Background: an optimization exercise with open tools, aiming at small area and a short achievable clock period. Do not read the settings as production practice. RTL that was checked went through simulation tests only; none was proved equivalent to the original.

==> cedar: inputs <==
Design fpmul_queue_wrapper, start of the top module:
module fpmul_queue_wrapper #(
  parameter int DW    = 32,
  parameter int DEPTH = 4,
  parameter int CNT_W = $clog2(DEPTH) + 1
) (
  input  logic          Clk,
  input  logic          Rst_n,
  input  logic [2:0]    A,
  input  logic          WE,
  input  logic          RE,
  input  logic [DW-1:0] InData,
  output logic [DW-1:0] OutData,
  output logic          irq,
  output logic          done_sig
);
Settings: LEC_CHECK=0, CAP_MARGIN=20, CORE_MARGIN=2, CORE_UTILIZATION=40, SETUP_SLACK_MARGIN=5, SLEW_MARGIN=20; clock period 12.0 ns.
run.sh (not shown) runs the stock make flow with config.mk's settings and CLKGATE_MAP_FILE= SYNTH_SCRIPT=/design/flow/synth_recipe.tcl, a recipe that flattens the netlist after the stock synthesis.
==> inputs of sierra, as changes to cedar <==
--- a/flow/design.v
+++ b/flow/design.v
@@ -91,15 +91,26 @@
   logic        s_q;
   logic [23:0] r_in;
   logic [27:0] sum;
   logic        ph0, ph1;
   assign ph0  = (ph_q == 3'd0);
   assign ph1  = (ph_q == 3'd1);
   assign r_in = ph1 ? 24'd0 : r_q[25:2];
-  assign sum  = 28'(r_in) + 28'({1'b1, am_q}) * 28'(bm_q[3:0]);
+  logic [27:0] pp0, pp1, pp2, pp3, s1, c1, s2, c2, s3, c3;
+  assign pp0 = 28'({1'b1, am_q} & {24{bm_q[0]}});
+  assign pp1 = 28'({1'b1, am_q} & {24{bm_q[1]}}) << 1;
+  assign pp2 = 28'({1'b1, am_q} & {24{bm_q[2]}}) << 2;
+  assign pp3 = 28'({1'b1, am_q} & {24{bm_q[3]}}) << 3;
+  assign s1  = 28'(r_in) ^ pp0 ^ pp1;
+  assign c1  = ((28'(r_in) & pp0) | (28'(r_in) & pp1) | (pp0 & pp1)) << 1;
+  assign s2  = s1 ^ c1 ^ pp2;
+  assign c2  = ((s1 & c1) | (s1 & pp2) | (c1 & pp2)) << 1;
+  assign s3  = s2 ^ c2 ^ pp3;
+  assign c3  = ((s2 & c2) | (s2 & pp3) | (c2 & pp3)) << 1;
+  assign sum = s3 + c3;
   always_ff @(posedge Clk) begin
     if (ph0) begin
       sign_q <= cmd_head[55];
       esum_q <= cmd_head[54:46];
       am_q   <= cmd_head[45:23];
       bm_q   <= cmd_head[22:0];
     end else begin
==> flow/flow/run.sh (new file) <==
#!/bin/bash
set -euo pipefail
bash standard.sh SETUP_SLACK_MARGIN=6.5 finish > standard.log 2>&1
==> flow/standard.sh (new file) <==
#!/bin/bash
# synth_recipe.tcl (not shown) runs the flow's synth.tcl, then flattens the netlist and writes it again
# the make line also repeats each setting of config.mk as NAME=value (left out here)
make -C /OpenROAD-flow-scripts/flow DESIGN_CONFIG=/design/flow/config.mk WORK_HOME=/design/flow/orfs CLKGATE_MAP_FILE= SYNTH_SCRIPT=/design/flow/synth_recipe.tcl "${@:-finish}"
- CTS_BUF_LIST: unset -> sky130_fd_sc_hd__clkbuf_4 sky130_fd_sc_hd__clkbuf_8
- SETUP_SLACK_MARGIN: 5 -> unset
removed: flow/run.sh
==> inputs of ember, as changes to cedar <==
--- a/flow/design.v
+++ b/flow/design.v
@@ -74,16 +74,26 @@
   logic [55:0] cmd_mem_q [DEPTH];
   logic [31:0] res_mem_q [DEPTH];
   logic [55:0] cmd_head;
   logic [31:0] res_head, res_in;
   logic [PW-1:0] cmd_wr, res_wr;
   assign cmd_wr   = cmd_rd_q + PW'(cmd_cnt_q);
   assign res_wr   = res_rd_q + PW'(res_cnt_q);
-  assign cmd_head = cmd_mem_q[cmd_rd_q];
-  assign res_head = res_mem_q[res_rd_q];
+  logic [DEPTH-1:0] cmd_sel;
+  fpmul_dec4 u_cdec (.a(cmd_rd_q), .y(cmd_sel));
+  always_comb begin
+    cmd_head = '0;
+    for (int k = 0; k < DEPTH; k++)
+      if (cmd_sel[k]) cmd_head = cmd_head | cmd_mem_q[k];
+  end
+  always_comb begin
+    res_head = '0;
+    for (int k = 0; k < DEPTH; k++)
+      if (!res_empty && res_rd_q == PW'(k)) res_head = res_head | res_mem_q[k];
+  end
   always_ff @(posedge Clk) begin
     if (cmd_push) cmd_mem_q[cmd_wr] <= cmd_in;
     if (res_push) res_mem_q[res_wr] <= res_in;
   end
   logic        sign_q;
   logic [8:0]  esum_q;
   logic [22:0] am_q, bm_q;
@@ -91,15 +101,69 @@
   logic        s_q;
   logic [23:0] r_in;
   logic [27:0] sum;
   logic        ph0, ph1;
   assign ph0  = (ph_q == 3'd0);
   assign ph1  = (ph_q == 3'd1);
   assign r_in = ph1 ? 24'd0 : r_q[25:2];
-  assign sum  = 28'(r_in) + 28'({1'b1, am_q}) * 28'(bm_q[3:0]);
+  logic [23:0] mm, nr;
+  logic [23:0] q0, q1, q2, q3;
+  logic [26:0] s1, c1, s2, c2, s3, c3;
+  assign mm = {1'b1, am_q};
+  assign nr = ~(r_q[25:2] & {24{!ph1}});
+  assign q0 = ~(mm & {24{bm_q[0]}});
+  assign q1 = ~(mm & {24{bm_q[1]}});
+  assign q2 = ~(mm & {24{bm_q[2]}});
+  assign q3 = ~(mm & {24{bm_q[3]}});
+  fpmul_hai u_r1h (.a(nr[0]), .b(q0[0]), .s(s1[0]), .co(c1[1]));
+  for (genvar i = 1; i < 24; i++) begin : g_r1
+    fpmul_fa u_fa (.a(nr[i]), .b(q0[i]), .c(q1[i-1]), .s(s1[i]), .co(c1[i+1]));
+  end
+  assign s1[24] = q1[23];
+  assign c1[0]  = 1'b1;
+  assign s1[26:25] = '1;
+  assign c1[26:25] = '1;
+  assign s2[0] = s1[0];
+  fpmul_hai u_r2h (.a(s1[1]), .b(c1[1]), .s(s2[1]), .co(c2[2]));
+  for (genvar i = 2; i < 25; i++) begin : g_r2
+    fpmul_fa u_fa (.a(s1[i]), .b(c1[i]), .c(q2[i-2]), .s(s2[i]), .co(c2[i+1]));
+  end
+  assign s2[25] = q2[23];
+  assign c2[1:0] = '1;
+  assign s2[26] = 1'b1;
+  assign c2[26] = 1'b1;
+  assign s3[1:0] = s2[1:0];
+  fpmul_hai u_r3h (.a(s2[2]), .b(c2[2]), .s(s3[2]), .co(c3[3]));
+  for (genvar i = 3; i < 26; i++) begin : g_r3
+    fpmul_fa u_fa (.a(s2[i]), .b(c2[i]), .c(q3[i-3]), .s(s3[i]), .co(c3[i+1]));
+  end
+  assign s3[26] = q3[23];
+  assign c3[2:0] = '1;
+  logic [23:0] cg, cp;
+  for (genvar i = 0; i < 24; i++) begin : g_gp
+    fpmul_ha u_gp (.a(s3[i+3]), .b(c3[i+3]), .s(cp[i]), .co(cg[i]));
+  end
+  always_comb begin
+    logic [23:0] gg, pp;
+    gg = {cg[23:1], cg[0] | cp[0]};
+    pp = cp;
+    for (int l = 0; l < 5; l++)
+      for (int i = 0; i < 24; i++)
+        if ((i + 1) % (2 << l) == 0) begin
+          gg[i] = gg[i] | (pp[i] & gg[i - (1 << l)]);
+          pp[i] = pp[i] & pp[i - (1 << l)];
+        end
+    for (int l = 3; l >= 0; l--)
+      for (int i = 0; i < 24; i++)
+        if ((i + 1) % (2 << l) == (1 << l) && i >= (2 << l)) begin
+          gg[i] = gg[i] | (pp[i] & gg[i - (1 << l)]);
+          pp[i] = pp[i] & pp[i - (1 << l)];
+        end
+    sum = {!gg[23], ~(cp ^ {gg[22:0], 1'b1}), ~s3[2:0]};
+  end
   always_ff @(posedge Clk) begin
     if (ph0) begin
       sign_q <= cmd_head[55];
       esum_q <= cmd_head[54:46];
       am_q   <= cmd_head[45:23];
       bm_q   <= cmd_head[22:0];
     end else begin
@@ -185,22 +249,75 @@
   logic [31:0] rp;
   logic        r_ff, r_00, r_sp, busy;
   assign rp   = res_head;
   assign r_ff = (rp[30:23] == 8'hFF);
   assign r_00 = (rp[30:23] == 8'h00);
   assign r_sp = r_ff || r_00;
   assign busy = !ph0 || !cmd_empty;
-  always_comb begin
-    OutData = '0;
-    case (A)
-      3'd0: if (va_q) OutData = opa_q;
-      3'd1: if (vb_q) OutData = opb_q;
-      3'd2: if (!res_empty) OutData = {rp[31:2], rp[1:0] & {2{!r_sp}}};
-      3'd3: if (!res_empty) OutData = {26'b0, r_ff && rp[1], r_00 && rp[1], r_ff && rp[22],
-                                       r_ff && !rp[22], r_sp && rp[0], r_00};
-      3'd4: OutData = DW'({8'b0, 8'(cmd_cnt_q), 8'(res_cnt_q), 3'b0,
-                           irq_en_q, busy, cmd_full, ovf_q, unf_q});
-      3'd5: OutData = DW'({irq_en_q, 2'b0});
-      default: OutData = '0;
-    endcase
-  end
-endmodule
+  logic [31:0] rd_a, rd_b, rd_p, rd_f, rd_s, rd_c;
+  logic [5:0]  sel;
+  assign rd_a = opa_q;
+  assign rd_b = opb_q;
+  assign rd_p = {rp[31:2], rp[1:0] & {2{!r_sp}}};
+  assign rd_f = {26'b0, r_ff && rp[1], r_00 && rp[1], r_ff && rp[22],
+                 r_ff && !rp[22], r_sp && rp[0], r_00 && !res_empty};
+  assign rd_s = DW'({8'b0, 8'(cmd_cnt_q), 8'(res_cnt_q), 3'b0,
+                     irq_en_q, busy, cmd_full, ovf_q, unf_q});
+  assign rd_c = DW'({irq_en_q, 2'b0});
+  fpmul_adec u_adec (.a(A), .va(va_q), .vb(vb_q), .sel(sel));
+  for (genvar i = 0; i < 32; i++) begin : g_out
+    logic ta, tb, tp, tf, ts, tc;
+    assign ta = !(sel[0] && rd_a[i]);
+    assign tb = !(sel[1] && rd_b[i]);
+    assign tp = !(sel[2] && rd_p[i]);
+    assign tf = !(sel[3] && rd_f[i]);
+    assign ts = !(sel[4] && rd_s[i]);
+    assign tc = !(sel[5] && rd_c[i]);
+    if (i == 2) begin : g_n6
+      fpmul_nand6 u_n (.x({ta, tb, tp, tf, ts, tc}), .y(OutData[i]));
+    end else if (i < 5) begin : g_n5
+      fpmul_nand5 u_n (.x({ta, tb, tp, tf, ts}), .y(OutData[i]));
+    end else if (i == 5) begin : g_n4f
+      fpmul_nand4 u_n (.x({ta, tb, tp, tf}), .y(OutData[i]));
+    end else if ((i >= 8 && i <= 10) || (i >= 16 && i <= 18)) begin : g_n4s
+      fpmul_nand4 u_n (.x({ta, tb, tp, ts}), .y(OutData[i]));
+    end else begin : g_n3
+      fpmul_nand3 u_n (.x({ta, tb, tp}), .y(OutData[i]));
+    end
+  end
+endmodule
+module fpmul_fa (input logic a, b, c, output logic s, co);
+  assign s  = a ^ b ^ c;
+  assign co = (a & b) | (a & c) | (b & c);
+endmodule
+module fpmul_hai (input logic a, b, output logic s, co);
+  assign s  = !(a ^ b);
+  assign co = a | b;
+endmodule
+module fpmul_ha (input logic a, b, output logic s, co);
+  assign s  = a ^ b;
+  assign co = a & b;
+endmodule
+module fpmul_dec4 (input logic [1:0] a, output logic [3:0] y);
+  assign y = 4'b0001 << a;
+endmodule
+module fpmul_adec (
+  input  logic [2:0] a,
+  input  logic       va,
+  input  logic       vb,
+  output logic [5:0] sel
+);
+  assign sel = {a == 3'd5, a == 3'd4, a == 3'd3, a == 3'd2,
+                (a == 3'd1) && vb, (a == 3'd0) && va};
+endmodule
+module fpmul_nand3 (input logic [2:0] x, output logic y);
+  assign y = !(&x);
+endmodule
+module fpmul_nand4 (input logic [3:0] x, output logic y);
+  assign y = !(&x);
+endmodule
+module fpmul_nand5 (input logic [4:0] x, output logic y);
+  assign y = !(&x);
+endmodule
+module fpmul_nand6 (input logic [5:0] x, output logic y);
+  assign y = !(&x);
+endmodule
==> flow/flow/run.sh (new file) <==
#!/bin/bash
set -euo pipefail
CTS="-sink_clustering_enable -repair_clock_nets -dont_use_dummy_load"
CTS="$CTS -buf_list {sky130_fd_sc_hd__clkbuf_8 sky130_fd_sc_hd__clkbuf_16}"
CTS="$CTS -sink_clustering_size 20 -sink_clustering_max_diameter 100"
bash standard.sh SETUP_SLACK_MARGIN=5.9 "CTS_ARGS=$CTS" finish > standard.log 2>&1
==> flow/standard.sh (new file) <==
#!/bin/bash
# synth_recipe.tcl (not shown) runs the flow's synth.tcl, then flattens the netlist and writes it again
# the make line also repeats each setting of config.mk as NAME=value (left out here)
make -C /OpenROAD-flow-scripts/flow DESIGN_CONFIG=/design/flow/config.mk WORK_HOME=/design/flow/orfs CLKGATE_MAP_FILE= SYNTH_SCRIPT=/design/flow/synth_recipe.tcl "${@:-finish}"
- SETUP_SLACK_MARGIN: 5 -> unset
- SYNTH_HIERARCHICAL: unset -> 1
removed: flow/run.sh
==> results.toml <==
[layout]
layout.nonclk_buf_share_pct = 3.23
num-multi-input-gates = 960
n_clock_buffer = 72
n_fill_cell = 5379

[worst_hold_path]
whs_endpoint = "bm_q[17]"

[critical_path]
cp.arrival_ps = 4500
reg2reg_depth = 15

[synth]
synth-compound-area-share_pct = 6.23
ys_seq_area_share_pct = 60.4

[cts]
htreeDepth = 2

[timing]
min_period_over_period_pct = 57.5
clock_skew_ps = 30.8

[run_status]
status = "complete, no violations"
The numbers above come from cedar.

==> results.toml <==
[critical_path]
endpoint = "OutData[3]"
crit_buf_inv = 5
cp.arrival_ps = 3770
reg2reg_depth = 17
cp_max_fo = 4

[run_status]
status = "complete, no violations"

[synth]
ys_seq_area_share_pct = 61.2
synth-compound-area-share_pct = 6.03

[grt]
grt_pass1_vias = 15200

[layout]
n_clock_buffer = 130
layout.nonclk_buf_share_pct = 5.12
num-multi-input-gates = 952

[worst_hold_path]
whs_endpoint = "bm_q[15]"

[timing]
min_period_over_period_pct = 51.4
The numbers above come from sierra.

==> results.toml <==
[run_status]
status = "complete, no violations"

[worst_hold_path]
whs_endpoint = "bm_q[20]"

[floorplan]
start_util_pct = 40.6
core_area_um2 = 58000

[layout]
final_cell_area_um2 = 26500
area_growth_pct = 12.4
num-multi-input-gates = 1142
n_fill_cell = 5133

[cts]
htreeDepth = 1

[critical_path]
reg2reg_depth = 18
cpPeakStageDelay_ps = 490

[timing]
clock_skew_ps = 40.4
min_period_over_period_pct = 50.6

[synth]
synth-compound-area-share_pct = 9.14
ys_seq_area_share_pct = 63.5
The numbers above come from ember.

For cedar and sierra, only the layout was checked, not whether the RTL still works.

-- re-timing with driven ports --
The results above use ideal ports. As a check the final layouts listed here were re-extracted and re-timed, cells and wires unchanged. Step 1 assumes that a clkbuf_16 drives the clock port and a buf_2 every other input. Step 2 times the ports against the registers' clock, not the clock port: input delays grow and output delays shrink by t, the midpoint of the rising clock arrivals with the driver on. Three values: ideal, step 1, step 2; two values: the first two.
run | t (ns) | setup slack, ns | slew at the worst register clock pin (ns)
cedar | 0.661 | 5.100 / 5.068 / 5.068 | 0.07 / 0.07
sierra | 0.722 | 5.835 / 5.773 / 5.773 | 0.08 / 0.08
ember | 0.640 | 5.926 / 5.869 / 5.869 | 0.09 / 0.09
After both steps every run listed still meets setup and hold. The setup slack of sierra, which loses most, moves by -0.062 ns with the drivers and by -0.062 ns with both steps.
